What follows belongs to an exercise in optimizing a design on an open flow for small area, a short achievable clock period and few clock cycles; a production flow would make more cautious choices. The RTL was checked by simulation tests, not by an equivalence proof against the original design. No activity file was given, so power comes from the tool's default toggle rates.

## xenon
Design redmule_streamer, start of the top module:
module redmule_streamer (
  input  logic                   clk_i,
  input  logic                   rst_n_i,
  input  logic                   x_start_i,
  input  streamer_pkg::ch_cfg_t  x_cfg_i,
  output logic                   x_valid_o,
  input  logic                   x_ready_i,
  output streamer_pkg::data_t    x_data_o,
  output logic                   x_done_o,
  input  logic                   w_start_i,
  input  streamer_pkg::ch_cfg_t  w_cfg_i,
  output logic                   w_valid_o,
  input  logic                   w_ready_i,
  output streamer_pkg::data_t    w_data_o,
  output logic                   w_done_o,
  input  logic                   y_start_i,
  input  streamer_pkg::ch_cfg_t  y_cfg_i,
  output logic                   y_valid_o,
  input  logic                   y_ready_i,
  output streamer_pkg::data_t    y_data_o,
  output logic                   y_done_o,
  input  logic                   z_start_i,
  input  streamer_pkg::ch_cfg_t  z_cfg_i,
  input  logic                   z_valid_i,
  output logic                   z_ready_o,
  input  streamer_pkg::data_t    z_data_i,
  output logic                   z_done_o,
  output logic                   mem_req_o,
  output streamer_pkg::mem_req_t mem_req_data_o,
  input  logic                   mem_gnt_i,
  input  streamer_pkg::mem_rsp_t mem_rsp_i
);
  logic [4-1:0] elig;
  logic [4-1:0] sel;
  logic [4-1:0] fire;
  streamer_pkg::addr_t       x_addr, x_stride;
  streamer_pkg::addr_t       w_addr, w_stride;
  streamer_pkg::addr_t       y_addr, y_stride;
  streamer_pkg::addr_t       z_addr, z_stride;
  streamer_pkg::addr_t       addr_inc;
  streamer_pkg::data_t       z_wdata;
  load_source i_x_source (
    .clk_i       (clk_i),     .rst_n_i    (rst_n_i),
    .start_i     (x_start_i), .cfg_i      (x_cfg_i),
    .elig_o      (elig[0]),
    .addr_o      (x_addr),    .stride_o   (x_stride),
    .fire_i      (fire[0]),   .addr_inc_i (addr_inc),
    .rdata_i     (mem_rsp_i.rdata),
    .valid_o     (x_valid_o), .ready_i    (x_ready_i),
    .data_o      (x_data_o),  .done_o     (x_done_o)
  );
  load_source i_w_source (
    .clk_i       (clk_i),     .rst_n_i    (rst_n_i),
    .start_i     (w_start_i), .cfg_i      (w_cfg_i),
    .elig_o      (elig[1]),
    .addr_o      (w_addr),    .stride_o   (w_stride),
    .fire_i      (fire[1]),   .addr_inc_i (addr_inc),
  ...
Size: roughly 580 flip-flops, roughly 570 I/O pins, about 24000 um^2 of cells after synthesis.
==> flow/config.mk <==
export PLATFORM = sky130hd
export DESIGN_NAME = redmule_streamer
export DESIGN_NICKNAME = redmule_streamer
export VERILOG_FILES = /design/flow/design.v
export SDC_FILE = /design/flow/constraint.sdc
export NUM_CORES = 4
export LEC_CHECK = 0
export ABC_AREA = 1
export CAP_MARGIN = 20
export CORE_MARGIN = 2
export CORE_UTILIZATION = 60
export CTS_BUF_LIST = sky130_fd_sc_hd__clkbuf_8
export CTS_CLUSTER_DIAMETER = 60
export CTS_CLUSTER_SIZE = 14
export PLACE_DENSITY = 0.72
export SETUP_SLACK_MARGIN = 3.3
export SLEW_MARGIN = 20
==> flow/constraint.sdc <==
create_clock -name core_clock -period 5.5 [get_ports {clk_i}]
set_input_delay 1.1000 -clock core_clock [delete_from_list [all_inputs] [get_ports {clk_i}]]
set_output_delay 1.1000 -clock core_clock [all_outputs]
set_load 0.01 [all_outputs]
standard.sh (not shown) runs the stock make flow with config.mk's settings and CLKGATE_MAP_FILE= SYNTH_SCRIPT=/design/flow/synth_recipe.tcl, a recipe that flattens the netlist after the stock synthesis.
==> flow/flow/run.sh <==
#!/bin/bash
# The standard layout, with the smallest buffer on every input and output port.
set -euo pipefail
cd "$(dirname "$0")/.."
export BUFFER_PORTS_ARGS="-buffer_cell sky130_fd_sc_hd__buf_1"
bash standard.sh > standard.log 2>&1
Testbench counts of xenon, summed over its fixed seeds: cycles 11,314.
Relative to xenon, the following input files were edited for sierra:
Settings: CTS_CLUSTER_SIZE: 14 -> 12; CTS_CLUSTER_DIAMETER: 60 -> 50; SETUP_SLACK_MARGIN: 3.3 -> 3.15; PLACE_DENSITY: 0.72 -> 0.68; CORE_UTILIZATION: 60 -> 55.
### Flow results
- Every run in the comparison, xenon and sierra, completed the flow with a clean layout.
- Measured against each other, xenon and sierra differ in aggregate global-route resource usage, the lower figure coming from sierra.
- Total vias in the final route shrinks slightly when moving from xenon to sierra.
- In sierra the switching share of total power turned out 0.16 points lower than in xenon.
- Of xenon and sierra, the lower relative contribution of the clock network to total power belongs to xenon.
- The final total power on xenon is in line with that on sierra.
## Diff of input files: tundra against sierra
Settings: SLEW_MARGIN: 20 -> 5; CORE_UTILIZATION: 55 -> 60; CAP_MARGIN: 20 -> 5; PLACE_DENSITY: 0.68 -> 0.72; CTS_CLUSTER_DIAMETER: 50 -> 60; CTS_CLUSTER_SIZE: 12 -> 14.
==> run summary <==
Of the two values seen for capture point of the worst path, w_data_o[13] was produced by tundra and w_data_o[4] by sierra. Total power after layout in tundra vs sierra: down about 1.6%. Number of cell rows: tundra vs sierra down 3. Taking sierra as the reference, in tundra via count roughly the same, share of total power in combinational logic went down, layout overhead on the synthesized area now sits lower, via-per-instance ratio climbed 2.6%, actual slew at the worst max-slew pin grew by 68 ps. Worst supply voltage drop on vdd: tundra < sierra. Delta (tundra minus sierra): final core utilization moved up, post-placement cell area essentially unchanged, shortest period the worst path allows rose by 24 ps.
For juniper, these inputs were changed with respect to tundra:
Settings: SLEW_MARGIN: 5 -> 20; CORE_UTILIZATION: 60 -> 40; PLACE_DENSITY: 0.72 -> unset; CTS_CLUSTER_SIZE: 14 -> 20; CAP_MARGIN: 5 -> 20; CTS_BUF_LIST: sky130_fd_sc_hd__clkbuf_8 -> unset; ABC_AREA: 1 -> unset; CTS_CLUSTER_DIAMETER: 60 -> 100; SETUP_SLACK_MARGIN: 3.15 -> 3.0.
--- outcome ---
juniper completed every stage of the flow, and the final layout passed the timing, DRC and antenna checks. tundra -> juniper: number of port buffers delta 0, exact match. Commonest non-fill, non-tap cell in the layout: nand2_1 -> tundra, buf_1 -> juniper. juniper against tundra: power density normalized to cell area increased 1.8%, synthesized netlist net count saw a decrease, total wire length went down. Share of cells above drive strength 1 in juniper vs tundra: up 0.98 points. Compared with tundra, juniper shows total vias in the final route that has gone down by more than 10%. tundra fits on a die that is smaller than the die of juniper. Diff tundra -> juniper: post-synthesis simple-gate area fraction went down 8.2 points, clock network latency to the later pin of the worst-skew pair went down 100 ps, clock-buffer cell count went up 4. Wire length of the first global-routing pass went down by a few percent going from tundra to juniper.

redmule_streamer again, from the RTL that the note above started with.
Settings: LEC_CHECK=0, ABC_AREA=1, CAP_MARGIN=5, CORE_MARGIN=2, CORE_UTILIZATION=55, CTS_BUF_LIST=sky130_fd_sc_hd__clkbuf_8, CTS_CLUSTER_DIAMETER=50, CTS_CLUSTER_SIZE=12, PLACE_DENSITY=0.68, SETUP_SLACK_MARGIN=3.2, SLEW_MARGIN=5; clock period 5.5 ns.
Scripts as last shown in full above: flow/flow/run.sh
Testbench counts at the start, summed over its fixed seeds: cycles 11,314.
Change:
ABC_AREA = default   (was 1)
CAP_MARGIN = 20   (was 5)
CORE_UTILIZATION = 60   (was 55)
CTS_BUF_LIST = default   (was sky130_fd_sc_hd__clkbuf_8)
CTS_CLUSTER_DIAMETER = 100   (was 50)
CTS_CLUSTER_SIZE = 20   (was 12)
PLACE_DENSITY = 0.72   (was 0.68)
SETUP_SLACK_MARGIN = 2.8   (was 3.2)
SLEW_MARGIN = 20   (was 5)
What happened: Synthesized cell count decreases by about a fifth; core utilization increases by 4.6 points; clock power increases slightly; worst setup slack got worse by 340 ps; final area decreases by a few percent; count of clock-buffer cells in the layout decreases by 3; sequential cell count is unchanged; final cell count decreases by about a fifth; area after synthesis decreases by a few percent.
Change:
SETUP_SLACK_MARGIN = 3.0   (was 2.8)
The changed run ran to the end with no violations. Cell count rises slightly. Via count rises by a few percent. Routed wire length rises by a few percent. Worst setup slack gets better by 43 ps. Combinational power rises by a little under a tenth. Synthesized area stays the same. Hold slack gets better by 7.0 ps.
Change:
ABC_AREA = 1   (was default)
After rerunning: Synthesized cell count increases by 28%; non-clock buffer count decreases by 38; sequential power increases by about 0.7%; worst setup slack improved by 260 ps; fmax increases by about 10%; cell area increases by about 1%; clock power decreases by about 2%; die area increases by 5.1%; combinational power increases by about 4%; clock-buffer cell count decreases by 1.
Change:
CTS_BUF_LIST = sky130_fd_sc_hd__clkbuf_8   (was default)
CTS_CLUSTER_DIAMETER = 60   (was 100)
CTS_CLUSTER_SIZE = 14   (was 20)
SETUP_SLACK_MARGIN = 3.15   (was 3.0)
Setup slack gains 120 ps.
Total power goes down by about 1.3%.
Routed wire length goes up by about 1.5%.
Utilization goes up by 0.53 points.
Final area goes up by about 0.75%.
Critical path depth goes down by 3.
Clock skew goes up by 19 ps.

Another version of the RTL of redmule_streamer (not shown whole).
For scale: about 1600 cells after synthesis, roughly 570 I/O pins.
==> flow/config.mk <==
export PLATFORM = sky130hd
export DESIGN_NAME = redmule_streamer
export DESIGN_NICKNAME = redmule_streamer
export VERILOG_FILES = /design/flow/design.v
export SDC_FILE = /design/flow/constraint.sdc
export NUM_CORES = 4
export LEC_CHECK = 0
export CAP_MARGIN = 20
export CORE_MARGIN = 2
export CORE_UTILIZATION = 60
export CTS_BUF_LIST = sky130_fd_sc_hd__clkbuf_8
export CTS_CLUSTER_DIAMETER = 60
export CTS_CLUSTER_SIZE = 14
export PLACE_DENSITY = 0.72
export SETUP_SLACK_MARGIN = 3.0
export SLEW_MARGIN = 20
==> flow/constraint.sdc <==
create_clock -name core_clock -period 5.5 [get_ports {clk_i}]
set_input_delay 1.1000 -clock core_clock [delete_from_list [all_inputs] [get_ports {clk_i}]]
set_output_delay 1.1000 -clock core_clock [all_outputs]
set_load 0.01 [all_outputs]
Scripts as last shown in full above: flow/flow/run.sh
The first run finished with timing, DRC and antenna clean.
Testbench counts at the start, summed over its fixed seeds: cycles 11,327.
Change:
Settings changed: CORE_UTILIZATION 60 to 40, CTS_BUF_LIST sky130_fd_sc_hd__clkbuf_8 to not set, CTS_CLUSTER_DIAMETER 60 to 100, CTS_CLUSTER_SIZE 14 to 20, PLACE_DENSITY 0.72 to not set.
Setup slack got worse by 0.038 ns.
Clock skew went down by 0.0096 ns.
Global-route usage is lower by 8.7 points.
Via count falls slightly.
Cell area rises by a few percent.
Die area climbs by well over a third.
Change:
Settings changed: CORE_UTILIZATION 40 to 60, CTS_BUF_LIST set to sky130_fd_sc_hd__clkbuf_8 sky130_fd_sc_hd__clkbuf_16, PLACE_DENSITY set to 0.72.
Total power fell by 2.1%.
Clock skew fell by 0.012 ns.
Sequential share of layout area rose by 1.5 points.

-- separate check: timing with driven ports --
In the flow no input, the clock included, has a driving cell. The finished layouts below were timed again as built, in two steps. Step 1 (the two cells are an assumption about what drives the block):
set clk [get_ports {clk_i}]
set_driving_cell -lib_cell sky130_fd_sc_hd__clkbuf_16 $clk
set_driving_cell -lib_cell sky130_fd_sc_hd__buf_2 [delete_from_list [all_inputs] $clk]
Step 2 moves the port delays by t, midway between the first and last clock arrival at a register: inputs arrive t later, outputs are due t later. That takes back most of the time a late clock gives input paths. a / b / c = ideal / step 1 / step 2; a / b = the first two.
run	t (ns)	slack for setup (ns)	hold WS [ns]	worst setup path after step 2	worst slew at a driven data input, ns
xenon	0.727	3.123 / 3.065 / 2.630	0.454 / 0.454 / 0.454	input to register	0.17
sierra	0.728	3.159 / 3.103 / 2.512	0.470 / 0.470 / 0.470	input to register	0.12
tundra	0.705	3.135 / 3.082 / 2.496	0.465 / 0.465 / 0.465	input to register	0.19
juniper	0.614	2.750 / 2.750 / 2.364	0.439 / 0.439 / 0.439	input to register	0.12
the first run of note 2	0.732	3.058 / 3.006 / 2.552	0.453 / 0.453 / 0.453	input to register	0.13
the second run of note 2	0.607	2.718 / 2.718 / 2.223	0.429 / 0.429 / 0.429	input to register	0.13
the third run of note 2	0.601	2.761 / 2.761 / 2.258	0.436 / 0.436 / 0.436	input to register	0.11
the fourth run of note 2	0.612	3.019 / 2.999 / 2.442	0.463 / 0.463 / 0.463	input to register	0.16
the fifth run of note 2	0.705	3.135 / 3.082 / 2.496	0.465 / 0.465 / 0.465	input to register	0.19
the first run of note 3	0.688	2.915 / 2.915 / 2.366	0.439 / 0.439 / 0.439	input to register	0.13
the second run of note 3	0.601	2.877 / 2.890 / 2.289	0.431 / 0.431 / 0.431	input to register	0.15
the third run of note 3	0.593	2.945 / 2.962 / 2.369	0.435 / 0.435 / 0.435	input to register	0.13
After both steps setup and hold are still met in every run listed. The setup slack of sierra, which loses most, moves by -0.056 ns with the drivers and by -0.647 ns with both steps.
